This is an optimization exercise on Yosys and OpenROAD, whose aim is a short achievable clock period and few clock cycles, not a production implementation. RTL that was checked went through simulation tests only; none was proved equivalent to the original. Power and IR drop assume default switching activity.

==> branch willow: inputs <==
==> flow/design.v (excerpt) <==
module cpuCore (
	input  logic                  clock,
	input  logic                  reset,
	output isaPkg::word_t         fetchAddress,
	input  isaPkg::word_t         instruction,
	output logic                  dataRead,
	output logic                  dataWrite,     
	output isaPkg::word_t         dataAddress,
	output isaPkg::word_t         dataWriteData,
	input  isaPkg::word_t         readData
);
	localparam int BTB_N = 4;
	logic [29:0] pc;
	logic [BTB_N-1:0]       btbValid;
	logic [BTB_N-1:0][29:0] btbTag;
	logic [BTB_N-1:0][29:0] btbTarget;
	logic [1:0]             btbNext;     
	logic        dValid;
	logic [31:0] dInstr;
	logic [29:0] dPc;
	logic [29:0] dPcPlus4;
	logic        dPredTaken;   
	logic [29:0] dPredTarget;
	logic        exRegWrite;
	logic        exIsLoad;
	logic        exIsStore;
	logic        exIsJump;
	logic        exIsBranch;
	logic        exBranchEq;
	logic        exPredTaken;
	logic        exTargetOk;   
	logic        exOpArith;    
	logic        exOpAnd;
	logic        exOpOr;
	logic        exOpSlt;
	logic        exCarryIn;
	logic [4:0]  exDest;
	logic [31:0] exA;          
	logic [31:0] exB;          
	logic [31:0] exRt;         
	logic [29:0] exPc;
	logic [29:0] exPcPlus4;
	logic [29:0] exTarget;
	logic        memRead;
	logic        memWrite;
	logic        memRegWrite;
	logic [4:0]  memDest;
	logic [31:0] memAlu;
	logic [31:0] memStoreData;
	logic [BTB_N-1:0] btbHitVec;
	logic             btbHit;
	logic [29:0]      btbHitTarget;
	logic [29:0]      pcPlus4;
	assign fetchAddress = {pc, 2'b00};
	assign pcPlus4      = pc + 30'd1;
	always_comb begin
		btbHitTarget = '0;
		for (int i = 0; i < BTB_N; i++) begin
  ...
make LEC_CHECK=0 ABC_CLOCK_PERIOD_IN_PS=2500 CAP_MARGIN=20 CORE_MARGIN=2 CORE_UTILIZATION=40 SETUP_SLACK_MARGIN=5 SLEW_MARGIN=20 finish   # period 8.5 ns
run.sh (not shown) runs the stock make flow with config.mk's settings and CLKGATE_MAP_FILE= SYNTH_SCRIPT=/design/flow/synth_recipe.tcl, a recipe that flattens the netlist after the stock synthesis.
==> branch indigo: changes against branch willow <==
==> flow/design.v (replaced) <==
`timescale 1ns/100ps
package isaPkg;
	typedef logic [32-1:0]    word_t;
	typedef logic [5-1:0] regIndex_t;
	typedef enum logic [5:0] {
		OP_SPECIAL = 6'h00,  
		OP_J       = 6'h02,
		OP_BEQ     = 6'h04,
		OP_BNE     = 6'h05,
		OP_ADDIU   = 6'h09,
		OP_ORI     = 6'h0d,
		OP_LUI     = 6'h0f,
		OP_LW      = 6'h23,
		OP_SW      = 6'h2b
	} opcode_t;
	typedef enum logic [5:0] {
		FN_ADDU = 6'h21,
		FN_SUBU = 6'h23,
		FN_AND  = 6'h24,
		FN_OR   = 6'h25,
		FN_SLT  = 6'h2a
	} funct_t;
	typedef struct packed {
		regIndex_t  rd;
		logic [4:0] shamt;
		funct_t     funct;
	} rTypeLow_t;
	typedef union packed {
		rTypeLow_t   rType;
		logic [15:0] immediate;
	} lowHalf_t;
	typedef struct packed {
		opcode_t   opcode;
		regIndex_t rs;
		regIndex_t rt;
		lowHalf_t  low;
	} instrFields_t;
	typedef enum logic [2:0] {ALU_ADD, ALU_SUB, ALU_AND, ALU_OR, ALU_SLT, ALU_UPPER} aluOp_t;
endpackage
`timescale 1ns/100ps
package pipePkg;
	typedef struct packed {
		logic [32-1:0] instruction;  
		logic [32-1:0] pcPlus4;
	} fetchBundle_t;
	typedef struct packed {
		logic      regWrite;
		logic      memRead;        
		logic      memWrite;       
		logic      useImmediate;   
		logic      isBranch;
		logic      branchOnEqual;  
		logic      isJump;
		logic      isFlow;         
		logic [2:0] aluOp;
		logic [5-1:0] dest;
		logic [5-1:0] rs;
		logic [5-1:0] rt;
		logic [32-1:0] operandA;       
		logic [32-1:0] operandB;       
		logic [32-1:0] immediate;      
		logic [32-1:0] pcPlus4;
		logic [32-1:0] jumpTarget;
	} execBundle_t;
	typedef struct packed {
		logic      regWrite;
		logic [5-1:0] dest;
		logic [32-1:0] value;
	} writeBundle_t;
	typedef struct packed {
		logic  resolve;  
		logic  taken;
		logic [32-1:0] target;
	} redirect_t;
	typedef struct packed {
		logic  read;
		logic  write;    
		logic [32-1:0] address;
		logic [32-1:0] writeData;
	} dataRequest_t;
endpackage
`timescale 1ns/100ps
module registerFile (
	input  logic        clock,
	input  logic        reset,
	input  logic [4:0]  readIndexA,
	input  logic [4:0]  readIndexB,
	output logic [31:0] readDataA,
	output logic [31:0] readDataB,
	input  logic        writeEnable,   
	input  logic [4:0]  writeIndex,
	input  logic [31:0] writeValue
);
	logic [31:0] regs [1:31];
	logic [31:1] written;
	logic [31:0] selA;          
	logic [31:0] selB;
	always_ff @(posedge clock) begin
		if (reset) begin
			written <= '0;
		end else if (writeEnable) begin
			written[writeIndex] <= 1'b1;
		end
	end
	always_ff @(posedge clock) begin
		if (writeEnable) begin
			regs[writeIndex] <= writeValue;
		end
	end
	always_comb begin
		selA = '0;
		selB = '0;
		for (int i = 1; i < 32; i++) begin
			selA[i] = (readIndexA == 5'(i)) && written[i];
			selB[i] = (readIndexB == 5'(i)) && written[i];
		end
		readDataA = '0;
		readDataB = '0;
		for (int i = 1; i < 32; i++) begin
			readDataA = readDataA | ({32{selA[i]}} & regs[i]);
			readDataB = readDataB | ({32{selB[i]}} & regs[i]);
		end
	end
endmodule
`timescale 1ns/100ps
module cpuCore (
	input  logic                  clock,
	input  logic                  reset,
	output isaPkg::word_t         fetchAddress,
	input  isaPkg::word_t         instruction,
	output logic                  dataRead,
	output logic                  dataWrite,     
	output isaPkg::word_t         dataAddress,
	output isaPkg::word_t         dataWriteData,
	input  isaPkg::word_t         readData
);
	localparam int HIST_BITS = 5;    
	logic [29:0] pc;
	logic [(1<<HIST_BITS)-1:0] history;
	logic        exRegWrite;
	logic        exIsLoad;
	logic        exIsStore;
	logic        exIsBranch;
	logic        exBranchEq;
	logic        exPredTaken;
	logic        exOpArith;    
	logic        exOpAnd;
	logic        exOpOr;
	logic        exOpSlt;
	logic        exCarryIn;
	logic [4:0]  exDest;
	logic [31:0] exA;          
	logic [31:0] exB;          
	logic [31:0] exRt;         
	logic [HIST_BITS-1:0] exHistIndex;
	logic [29:0] exPcPlus4;
	logic [29:0] exTarget;
	logic        memRead;
	logic        memWrite;
	logic        memRegWrite;
	logic [4:0]  memDest;
	logic [31:0] memAlu;
	logic [31:0] memStoreData;
	logic [29:0] pcPlus4;
	logic [5:0]  op;
	logic [5:0]  fn;
	logic [4:0]  rs;
	logic [4:0]  rt;
	logic [4:0]  rd;
	logic [15:0] imm;
	logic        isSpecial;
	logic        rAdd, rSub, rAnd, rOr, rSlt, rAlu;
	logic        isJ, isBeq, isBne, isBr, isAddiu, isOri, isLui, isLw, isSw;
	logic        usesRs, usesRt, useImm, invertB, writesReg;
	logic [4:0]  dDest;
	logic        dRegWrite;
	logic [31:0] immValue;
	logic [29:0] branchTarget;
	logic [29:0] jumpTarget;
	logic [29:0] flowTarget;
	logic        histTaken;
	logic        predTaken;
	logic        loadUse;
	logic        stall;
	logic        exMispredict;
	logic [29:0] exRedirectPc;
	assign fetchAddress = {pc, 2'b00};
	assign pcPlus4      = pc + 30'd1;
	assign op  = instruction[31:26];
	assign rs  = instruction[25:21];
	assign rt  = instruction[20:16];
	assign rd  = instruction[15:11];
	assign fn  = instruction[5:0];
	assign imm = instruction[15:0];
	assign isSpecial = (op == 6'h00);
	assign rAdd      = isSpecial && (fn == 6'h21);
	assign rSub      = isSpecial && (fn == 6'h23);
	assign rAnd      = isSpecial && (fn == 6'h24);
	assign rOr       = isSpecial && (fn == 6'h25);
	assign rSlt      = isSpecial && (fn == 6'h2a);
	assign rAlu      = rAdd | rSub | rAnd | rOr | rSlt;
	assign isJ       = (op == 6'h02);
	assign isBeq     = (op == 6'h04);
	assign isBne     = (op == 6'h05);
	assign isBr      = isBeq | isBne;
	assign isAddiu   = (op == 6'h09);
	assign isOri     = (op == 6'h0d);
	assign isLui     = (op == 6'h0f);
	assign isLw      = (op == 6'h23);
	assign isSw      = (op == 6'h2b);
	assign writesReg = rAlu | isAddiu | isOri | isLui | isLw;
	assign usesRs    = rAlu | isBr | isAddiu | isOri | isLw | isSw;
	assign usesRt    = rAlu | isBr | isSw;
	assign useImm    = isAddiu | isOri | isLui | isLw | isSw;
	assign invertB   = rSub | rSlt;
	assign dDest     = isSpecial ? rd : rt;
	assign dRegWrite = writesReg && (dDest != 5'd0);
	always_comb begin
		if (isLui)      immValue = {imm, 16'h0000};
		else if (isOri) immValue = {16'h0000, imm};
		else            immValue = {{16{imm[15]}}, imm};
	end
	logic [16:0] targetLow;
	logic [13:0] targetHigh;
	logic [13:0] pcHighUp;
	logic [13:0] pcHighDown;
	assign targetLow  = {1'b0, pcPlus4[15:0]} + {1'b0, imm};
	always_comb begin
		for (int i = 0; i < 14; i++) begin
			pcHighUp[i]   = pcPlus4[16+i] ^ ((pcPlus4[16 +: 14] & ((14'd1 << i) - 14'd1)) == ((14'd1 << i) - 14'd1));
			pcHighDown[i] = pcPlus4[16+i] ^ ((pcPlus4[16 +: 14] & ((14'd1 << i) - 14'd1)) == 14'd0);
		end
	end
	always_comb begin
		case ({imm[15], targetLow[16]})
			2'b01:   targetHigh = pcHighUp;
			2'b10:   targetHigh = pcHighDown;
			default: targetHigh = pcPlus4[29:16];
		endcase
	end
	assign branchTarget = {targetHigh, targetLow[15:0]};
	assign jumpTarget   = {pcPlus4[29:26], instruction[25:0]};
	assign flowTarget   = isJ ? jumpTarget : branchTarget;
	assign histTaken    = history[pc[HIST_BITS-1:0]];
	assign predTaken    = isJ || (isBr && (imm[15] || histTaken));
	logic [31:0] rfA;
	logic [31:0] rfB;
	logic [31:0] memValue;
	assign memValue = memRead ? readData : memAlu;
	registerFile regFile (
		.clock      (clock),
		.reset      (reset),
		.readIndexA (rs),
		.readIndexB (rt),
		.readDataA  (rfA),
		.readDataB  (rfB),
		.writeEnable(memRegWrite),
		.writeIndex (memDest),
		.writeValue (memValue)
	);
	logic [31:0] aluResult;
	logic        fwdMemA, fwdMemB, fwdExA, fwdExB;
	logic [31:0] baseA, baseB;
	logic [31:0] nextA, nextB, nextRt;
	assign fwdMemA = memRegWrite && (memDest == rs);
	assign fwdMemB = memRegWrite && (memDest == rt);
	assign fwdExA  = exRegWrite && (exDest == rs);
	assign fwdExB  = exRegWrite && (exDest == rt);
	assign baseA   = fwdMemA ? memValue : rfA;
	assign baseB   = fwdMemB ? memValue : rfB;
	assign nextA  = (fwdExA && !isLui) ? aluResult : (isLui ? 32'd0 : baseA);
	assign nextB  = (fwdExB && !useImm) ? (aluResult ^ {32{invertB}})
		: (useImm ? immValue : (baseB ^ {32{invertB}}));
	assign nextRt = fwdExB ? aluResult : baseB;
	assign loadUse = exIsLoad && (((exDest == rs) && usesRs) || ((exDest == rt) && usesRt));
	assign stall   = loadUse;
	logic [31:0] sum;
	logic        sltBit;
	logic        operandsEqual;
	logic        exTaken;
	logic [32:0] sumWide;
	assign sumWide = {exA, 1'b1} + {exB, exCarryIn};
	assign sum     = sumWide[32:1];
	assign sltBit = (exA[31] == exB[31]) ? exA[31] : sum[31];  
	assign aluResult = ({32{exOpArith}} & sum)
		| ({32{exOpAnd}} & (exA & exB))
		| ({32{exOpOr}}  & (exA | exB))
		| {31'd0, exOpSlt & sltBit};
	assign operandsEqual = (exA == exRt);
	assign exTaken       = exIsBranch && (operandsEqual == exBranchEq);
	assign exMispredict  = exTaken != exPredTaken;
	assign exRedirectPc  = exTaken ? exTarget : exPcPlus4;
	always_ff @(posedge clock) begin
		if (reset) begin
			history <= '0;
		end else if (exIsBranch) begin
			history[exHistIndex] <= exTaken;
		end
	end
	always_ff @(posedge clock) begin
		if (reset) begin
			pc <= '0;
		end else if (exMispredict) begin
			pc <= exRedirectPc;
		end else if (stall) begin
			pc <= pc;
		end else if (predTaken) begin
			pc <= flowTarget;
		end else begin
			pc <= pcPlus4;
		end
	end
	always_ff @(posedge clock) begin
		if (reset || exMispredict || stall) begin
			exRegWrite  <= 1'b0;
			exIsLoad    <= 1'b0;
			exIsStore   <= 1'b0;
			exIsBranch  <= 1'b0;
			exPredTaken <= 1'b0;
		end else begin
			exRegWrite  <= dRegWrite;
			exIsLoad    <= isLw;
			exIsStore   <= isSw;
			exIsBranch  <= isBr;
			exPredTaken <= isBr && predTaken;
		end
		exBranchEq  <= isBeq;
		exOpArith   <= rAdd | rSub | isAddiu | isLw | isSw;
		exOpAnd     <= rAnd;
		exOpOr      <= rOr | isOri | isLui;
		exOpSlt     <= rSlt;
		exCarryIn   <= invertB;
		exDest      <= dDest;
		exA         <= nextA;
		exB         <= nextB;
		exRt        <= nextRt;
		exHistIndex <= pc[HIST_BITS-1:0];
		exPcPlus4   <= pcPlus4;
		exTarget    <= branchTarget;
	end
	always_ff @(posedge clock) begin
		if (reset) begin
			memRead     <= 1'b0;
			memWrite    <= 1'b0;
			memRegWrite <= 1'b0;
		end else begin
			memRead     <= exIsLoad;
			memWrite    <= exIsStore;
			memRegWrite <= exRegWrite;
		end
		memDest      <= exDest;
		memAlu       <= aluResult;
		memStoreData <= exRt;
	end
	assign dataRead      = memRead;
	assign dataWrite     = memWrite;
	assign dataAddress   = memAlu;
	assign dataWriteData = memStoreData;
endmodule
==> flow/flow/run.sh (new file) <==
#!/bin/bash
set -euo pipefail
cd "$(dirname "${BASH_SOURCE[0]}")/.."
MARGIN=5.6
sed "s|CLKGATE_MAP_FILE= |CLKGATE_MAP_FILE= SETUP_SLACK_MARGIN=${MARGIN} |" standard.sh > standard_margin.sh
grep -q "SETUP_SLACK_MARGIN=${MARGIN}" standard_margin.sh
bash standard_margin.sh > make.log 2>&1
==> flow/standard.sh (new file) <==
#!/bin/bash
# synth_recipe.tcl (not shown) runs the flow's synth.tcl, then flattens the netlist and writes it again
# the make line also repeats each setting of config.mk as NAME=value (left out here)
make -C /OpenROAD-flow-scripts/flow DESIGN_CONFIG=/design/flow/config.mk WORK_HOME=/design/flow/orfs CLKGATE_MAP_FILE= SYNTH_SCRIPT=/design/flow/synth_recipe.tcl "${@:-finish}"
- SETUP_SLACK_MARGIN: 5 -> not set
removed: flow/run.sh
==> flow_summary_export.csv <==
group,metric,value,unit
outcome,status,"timing/DRC/antenna clean",
cells_and_area,final_nets,7261,
cells_and_area,regArea,48290,µm²
cells_and_area,synthToLayoutAreaGrowth,15.72,%
detailed_routing,wl_met1,127.4,mm
cells_and_area,multi_input_area,39200,µm²
detailed_routing,first_pass_iters,6,
worst_setup_path,endpoint,"exTargetOk",
cells_and_area,signal_buffer_area_fraction,0.04485,
worst_setup_path,critPathArrivalTime,4580,ps
detailed_routing,met2_length,146.8,mm
cells_and_area,top_regs,"regFile.regs (1024), btbTag (120), btbTarget (120)",
global_route,antenna_found_initial,20,
die,start_util,0.4025,
power_and_ir_drop,power_switching,5.501,mW
the above is filed under branch willow

==> flow_summary_export.csv <==
group,metric,value,unit
yosys,post_synth_fa_ha_maj_area_fraction,0.02115,
global_route,grt_use_total,0.4147,
power_and_ir_drop,p_clk,6.37,mW
detailed_routing,wl_met1,104.0,mm
cells_and_area,final_nets,5819,
cells_and_area,stdcell_count,7722,
cells_and_area,synthToLayoutAreaGrowth,38.36,%
worst_setup_path,cp-end-kind,"register",
worst_setup_path,critPathArrivalTime,5560,ps
outcome,status,"timing/DRC/antenna clean",
cells_and_area,regArea,36900,µm²
power_and_ir_drop,power_switching,3.205,mW
detailed_routing,met2_length,129.9,mm
timing,max_freq,206.4,MHz
global_route,antenna_found_initial,21,
die,start_util,0.4039,
min_path,holdCritPathClass,"reg -> reg",
detailed_routing,drt_wl_total,332.2,mm
worst_setup_path,endpoint,"pc[22]",
the above is filed under branch indigo

No functional check of the RTL was part of any run of this note.


==> inputs of v10 <==
cpuCore, a different RTL version from the one above (not shown whole).
clock: 8.5 ns
lec_check: 0
cap_margin: 20
core_margin: 2
core_utilization: 40
slew_margin: 20
standard.sh (not shown) runs the stock make flow with config.mk's settings and CLKGATE_MAP_FILE= SYNTH_SCRIPT=/design/flow/synth_recipe.tcl, a recipe that flattens the netlist after the stock synthesis.
==> flow/flow/run.sh <==
#!/bin/bash
# The standard layout (standard.sh) with two make variables added on its command line:
set -euo pipefail
cd "$(dirname "${BASH_SOURCE[0]}")/.."
MARGIN=${MARGIN:-5.6}
EXTRA="SETUP_SLACK_MARGIN=${MARGIN} 'BUFFER_PORTS_ARGS=-buffer_cell sky130_fd_sc_hd__buf_4'"
sed "s|CLKGATE_MAP_FILE= |CLKGATE_MAP_FILE= ${EXTRA} |" standard.sh > standard_tuned.sh
grep -q "SETUP_SLACK_MARGIN=${MARGIN}" standard_tuned.sh
bash standard_tuned.sh > make.log 2>&1
==> inputs of v39, as changes to v10 <==
--- a/flow/design.v
+++ b/flow/design.v
@@ -162,14 +162,15 @@
 	output isaPkg::word_t         dataAddress,
 	output isaPkg::word_t         dataWriteData,
 	input  isaPkg::word_t         readData
 );
 	localparam int BTB_N = 4;
+	localparam int TAG_BITS = 12;
 	logic [29:0] pc;
 	logic [29:0] pcPlus4;
 	logic [BTB_N-1:0]       btbValid;
-	logic [BTB_N-1:0][29:0] btbTag;
+	logic [BTB_N-1:0][TAG_BITS-1:0] btbTag;
 	logic [BTB_N-1:0][29:0] btbTarget;
 	logic [BTB_N-1:0][29:0] btbTargetPlus4;
 	logic [1:0]             btbNext;     
 	logic        dValid;
 	logic [31:0] dInstr;
@@ -181,10 +182,11 @@
 	logic        dIsJ;
 	logic        dIsBr;
 	logic        dIsBeq;
 	logic        dBackward;
 	logic        dRsEqRt;
+	logic        dKnownAdd;    
 	logic        exRegWrite;
 	logic        exIsLoad;
 	logic        exIsStore;
 	logic        exIsJump;
 	logic        exIsBranch;
@@ -212,20 +214,23 @@
 	logic [31:0] memStoreData;
 	logic        memLoadValue;   
 	logic        memRegWrite;
 	logic [4:0]  memDest;
 	logic [31:0] memAlu;
+	logic        wbRegWrite;
+	logic [4:0]  wbDest;
+	logic [31:0] wbValue;
 	logic [BTB_N-1:0] btbHitVec;
 	logic             btbHit;
 	logic [29:0]      btbHitTarget;
 	logic [29:0]      btbHitTargetPlus4;
 	assign fetchAddress = {pc, 2'b00};
 	always_comb begin
 		btbHitTarget      = '0;
 		btbHitTargetPlus4 = '0;
 		for (int i = 0; i < BTB_N; i++) begin
-			btbHitVec[i]      = btbValid[i] && (btbTag[i] == pcPlus4);
+			btbHitVec[i]      = btbValid[i] && (btbTag[i] == pcPlus4[TAG_BITS-1:0]);
 			btbHitTarget      = btbHitTarget | ({30{btbHitVec[i]}} & btbTarget[i]);
 			btbHitTargetPlus4 = btbHitTargetPlus4 | ({30{btbHitVec[i]}} & btbTargetPlus4[i]);
 		end
 	end
 	assign btbHit = |btbHitVec;
@@ -308,34 +313,44 @@
 		.reset      (reset),
 		.readSelectA(dRsSelect),
 		.readSelectB(dRtSelect),
 		.readDataA  (rfA),
 		.readDataB  (rfB),
-		.writeEnable(memRegWrite),
-		.writeIndex (memDest),
-		.writeValue (memValue)
+		.writeEnable(wbRegWrite),
+		.writeIndex (wbDest),
+		.writeValue (wbValue)
 	);
 	logic [31:0] aluResult;
-	logic        fwdMemA, fwdMemB, fwdExA, fwdExB;
-	logic [31:0] baseA, baseB;
+	logic        fwdWbA, fwdWbB, fwdMemA, fwdMemB, fwdExA, fwdExB;
+	logic [31:0] wbA, wbB, baseA, baseB;
 	logic [31:0] nextA, nextB, nextRt;
 	assign fwdMemA = memRegWrite && (memDest == rs);
 	assign fwdMemB = memRegWrite && (memDest == rt);
 	assign fwdExA  = exRegWrite && (exDest == rs);
 	assign fwdExB  = exRegWrite && (exDest == rt);
-	assign baseA   = fwdMemA ? memValue : rfA;
-	assign baseB   = fwdMemB ? memValue : rfB;
+	assign fwdWbA  = wbRegWrite && (wbDest == rs);
+	assign fwdWbB  = wbRegWrite && (wbDest == rt);
+	assign wbA     = fwdWbA ? wbValue : rfA;
+	assign wbB     = fwdWbB ? wbValue : rfB;
+	assign baseA   = fwdMemA ? memValue : wbA;
+	assign baseB   = fwdMemB ? memValue : wbB;
 	assign nextA  = (fwdExA && !isLui) ? aluResult : (isLui ? 32'd0 : baseA);
 	assign nextB  = (fwdExB && !useImm) ? aluResult : (useImm ? immValue : baseB);
 	assign nextRt = fwdExB ? aluResult : baseB;
 	assign loadUse = exIsLoad && (((exDest == rs) && usesRs) || ((exDest == rt) && usesRt));
 	assign stall   = dValid && loadUse;
 	logic        sumIsZero;
+	logic        exSumZeroValid;   
+	logic        exSumZero;
 	logic        outcomeKnown;
 	logic        knownEqual;
-	assign outcomeKnown = dRsEqRt;
-	assign knownEqual   = 1'b1;
+	assign outcomeKnown = dRsEqRt || (dKnownAdd && exSumZeroValid);
+	assign knownEqual   = dRsEqRt || exSumZero;
+	logic        zeroTestable;
+	logic [31:0] negImmediate;
+	assign zeroTestable = dRegWrite && isAddiu && !fwdExA;
+	assign negImmediate = 32'd0 - {{16{imm[15]}}, imm};
 	always_comb begin
 		if (dIsJ)                     predD = 1'b1;
 		else if (!dIsBr)              predD = 1'b0;
 		else if (outcomeKnown)        predD = (knownEqual == dIsBeq);
 		else                          predD = dPredTaken || dBackward;
@@ -380,21 +395,21 @@
 		upTag         <= exPcPlus4;
 		upTarget      <= exTarget;
 		upTargetPlus4 <= exTargetPlus4;
 	end
 	always_comb begin
-		for (int i = 0; i < BTB_N; i++) upMatch[i] = btbValid[i] && (btbTag[i] == upTag);
+		for (int i = 0; i < BTB_N; i++) upMatch[i] = btbValid[i] && (btbTag[i] == upTag[TAG_BITS-1:0]);
 	end
 	always_ff @(posedge clock) begin
 		if (reset) begin
 			btbValid <= '0;
 			btbNext  <= '0;
 		end else if (upValid) begin
 			if (upTaken) begin
 				if (upMatch == '0) begin
 					btbValid[btbNext]       <= 1'b1;
-					btbTag[btbNext]         <= upTag;
+					btbTag[btbNext]         <= upTag[TAG_BITS-1:0];
 					btbTarget[btbNext]      <= upTarget;
 					btbTargetPlus4[btbNext] <= upTargetPlus4;
 					btbNext                 <= btbNext + 2'd1;
 				end
 			end else begin
@@ -424,19 +439,27 @@
 		end
 	end
 	logic [5:0] fOp;
 	logic [4:0] fRs;
 	logic [4:0] fRt;
+	logic       dIsAddWrite;
 	assign fOp         = instruction[31:26];
 	assign fRs         = instruction[25:21];
 	assign fRt         = instruction[20:16];
+	assign dIsAddWrite = dValid && dRegWrite && isAddiu;
 	always_ff @(posedge clock) begin
 		if (reset || exMispredict) begin
 			dValid <= 1'b0;
 		end else if (!stall) begin
 			dValid <= !dRedirect;
 		end
+		if (stall) begin
+			dKnownAdd   <= 1'b0;
+		end else begin
+			dKnownAdd   <= dIsAddWrite && (((fRt == 5'd0) && (fRs == dDest))
+				|| ((fRs == 5'd0) && (fRt == dDest)));
+		end
 		if (!stall) begin
 			dIsJ        <= (fOp == 6'h02);
 			dIsBr       <= (fOp == 6'h04) || (fOp == 6'h05);
 			dIsBeq      <= (fOp == 6'h04);
 			dBackward   <= instruction[15];
@@ -456,20 +479,23 @@
 			exIsStore     <= 1'b0;
 			exIsJump      <= 1'b0;
 			exIsBranch    <= 1'b0;
 			exPredTaken   <= 1'b0;
 			exCheckTarget <= 1'b0;
+			exSumZeroValid <= 1'b0;
 		end else begin
+			exSumZeroValid <= zeroTestable;
 			exRegWrite    <= dRegWrite;
 			exIsLoad      <= isLw;
 			exIsStore     <= isSw;
 			exIsJump      <= isJ;
 			exIsBranch    <= isBr;
 			exPredTaken   <= predD;
 			exCheckTarget <= dPredTaken && !dRedirect;
 		end
 		exPredTarget  <= dPredTarget;
+		exSumZero     <= (baseA == negImmediate);
 		exBranchEq    <= isBeq;
 		exOpAdd       <= rAdd | isAddiu | isLw | isSw;
 		exOpSub       <= rSub;
 		exOpAnd       <= rAnd;
 		exOpOr        <= rOr | isOri | isLui;
@@ -496,10 +522,17 @@
 			memLoadValue <= exIsLoad && exRegWrite;
 			memRegWrite  <= exRegWrite;
 		end
 		memDest      <= exDest;
 		memAlu       <= aluResult;
+		if (reset) begin
+			wbRegWrite <= 1'b0;
+		end else begin
+			wbRegWrite <= memRegWrite;
+		end
+		wbDest       <= memDest;
+		wbValue      <= memValue;
 		memAddress   <= sum;           
 		memStoreData <= exRt;
 	end
 	assign dataRead      = memRead;
 	assign dataWrite     = memWrite;
==> comparison table <==
	v10	v39
TritonCTS sink count	2,072	2,023
# nets final	11,019	11,780
Area fraction in and, or, nand and nor cells after synthesis	12.3%	16.2%
M3 GR Usage	20.7%	23.0%
Cts repair resizes	1,202	1,358
Share of total power in sequential cells	47.5%	46.9%
Antenna violations before repair	59	43
Placed Instance Area	104,000 um2	101,000 um2
Placed Cells	13,313	13,866
Critical hold path startpoint	dPredTarget[23]	dPredTarget[25]
Fraction of power consumed by the clock network	46.0%	46.6%
Sequential area share after synthesis	46.7%	46.3%
Outcome	timing/DRC/antenna clean	timing/DRC/antenna clean
Multiplexer area fraction after synthesis	3.24%	2.57%
Met2 Track Usage GR	52.3%	54.7%
Portion of the clock cycle consumed by the worst path in the final layout	40.5%	40.8%
Slew margin rel.	8.50%	11.3%
Post-synth cell types	100	104
Worst setup path startpoint	exTarget[26]	dRsSelect[18]
Sequential-cell power consumption	0.0105 W	0.0102 W
Number of enable-type register cells in the synthesized netlist	519	447
Core area	248,000 um2	241,000 um2
Synthesis-to-layout area growth	26.1%	27.8%
Launch instance of the worst register-to-register path	exTarget[26]	dRsSelect[18]
Post-layout total power	0.0221 W	0.0217 W
Testbench counts of v39, summed over its fixed seeds: cycles 29,758.
Function not checked in v10: the RTL went through the layout flow alone.

-- re-timing with driven ports --
Ports are ideal in the flow. The routed layouts listed here were re-timed in OpenROAD.
Step 1 sets driving cells, clkbuf_16 on the clock port and buf_2 on the other inputs (assumed; they add their load-dependent delay and slew).
Step 2 moves the port delays by t, midway between the first and last clock arrival at a register: inputs arrive t later, outputs are due t later. That takes back most of the time a late clock gives input paths.
Three values: ideal ports, drivers, drivers and shift; two values: the first two.
run	t (ns)	setup WS [ns]	hold WS [ns]
branch willow	0.941	4.682 / 4.682 / 3.980	0.319 / 0.319 / 0.319
branch indigo	0.903	3.655 / 3.691 / 2.788	0.357 / 0.357 / 0.357
v10	0.985	5.060 / 5.060 / 4.769	0.342 / 0.342 / 0.342
v39	1.010	5.035 / 5.035 / 4.240	0.318 / 0.318 / 0.318
After both steps every run listed still meets setup and hold. For branch indigo, which loses most, drivers alone change the setup slack by +0.036 ns; drivers and shift together by -0.867 ns.
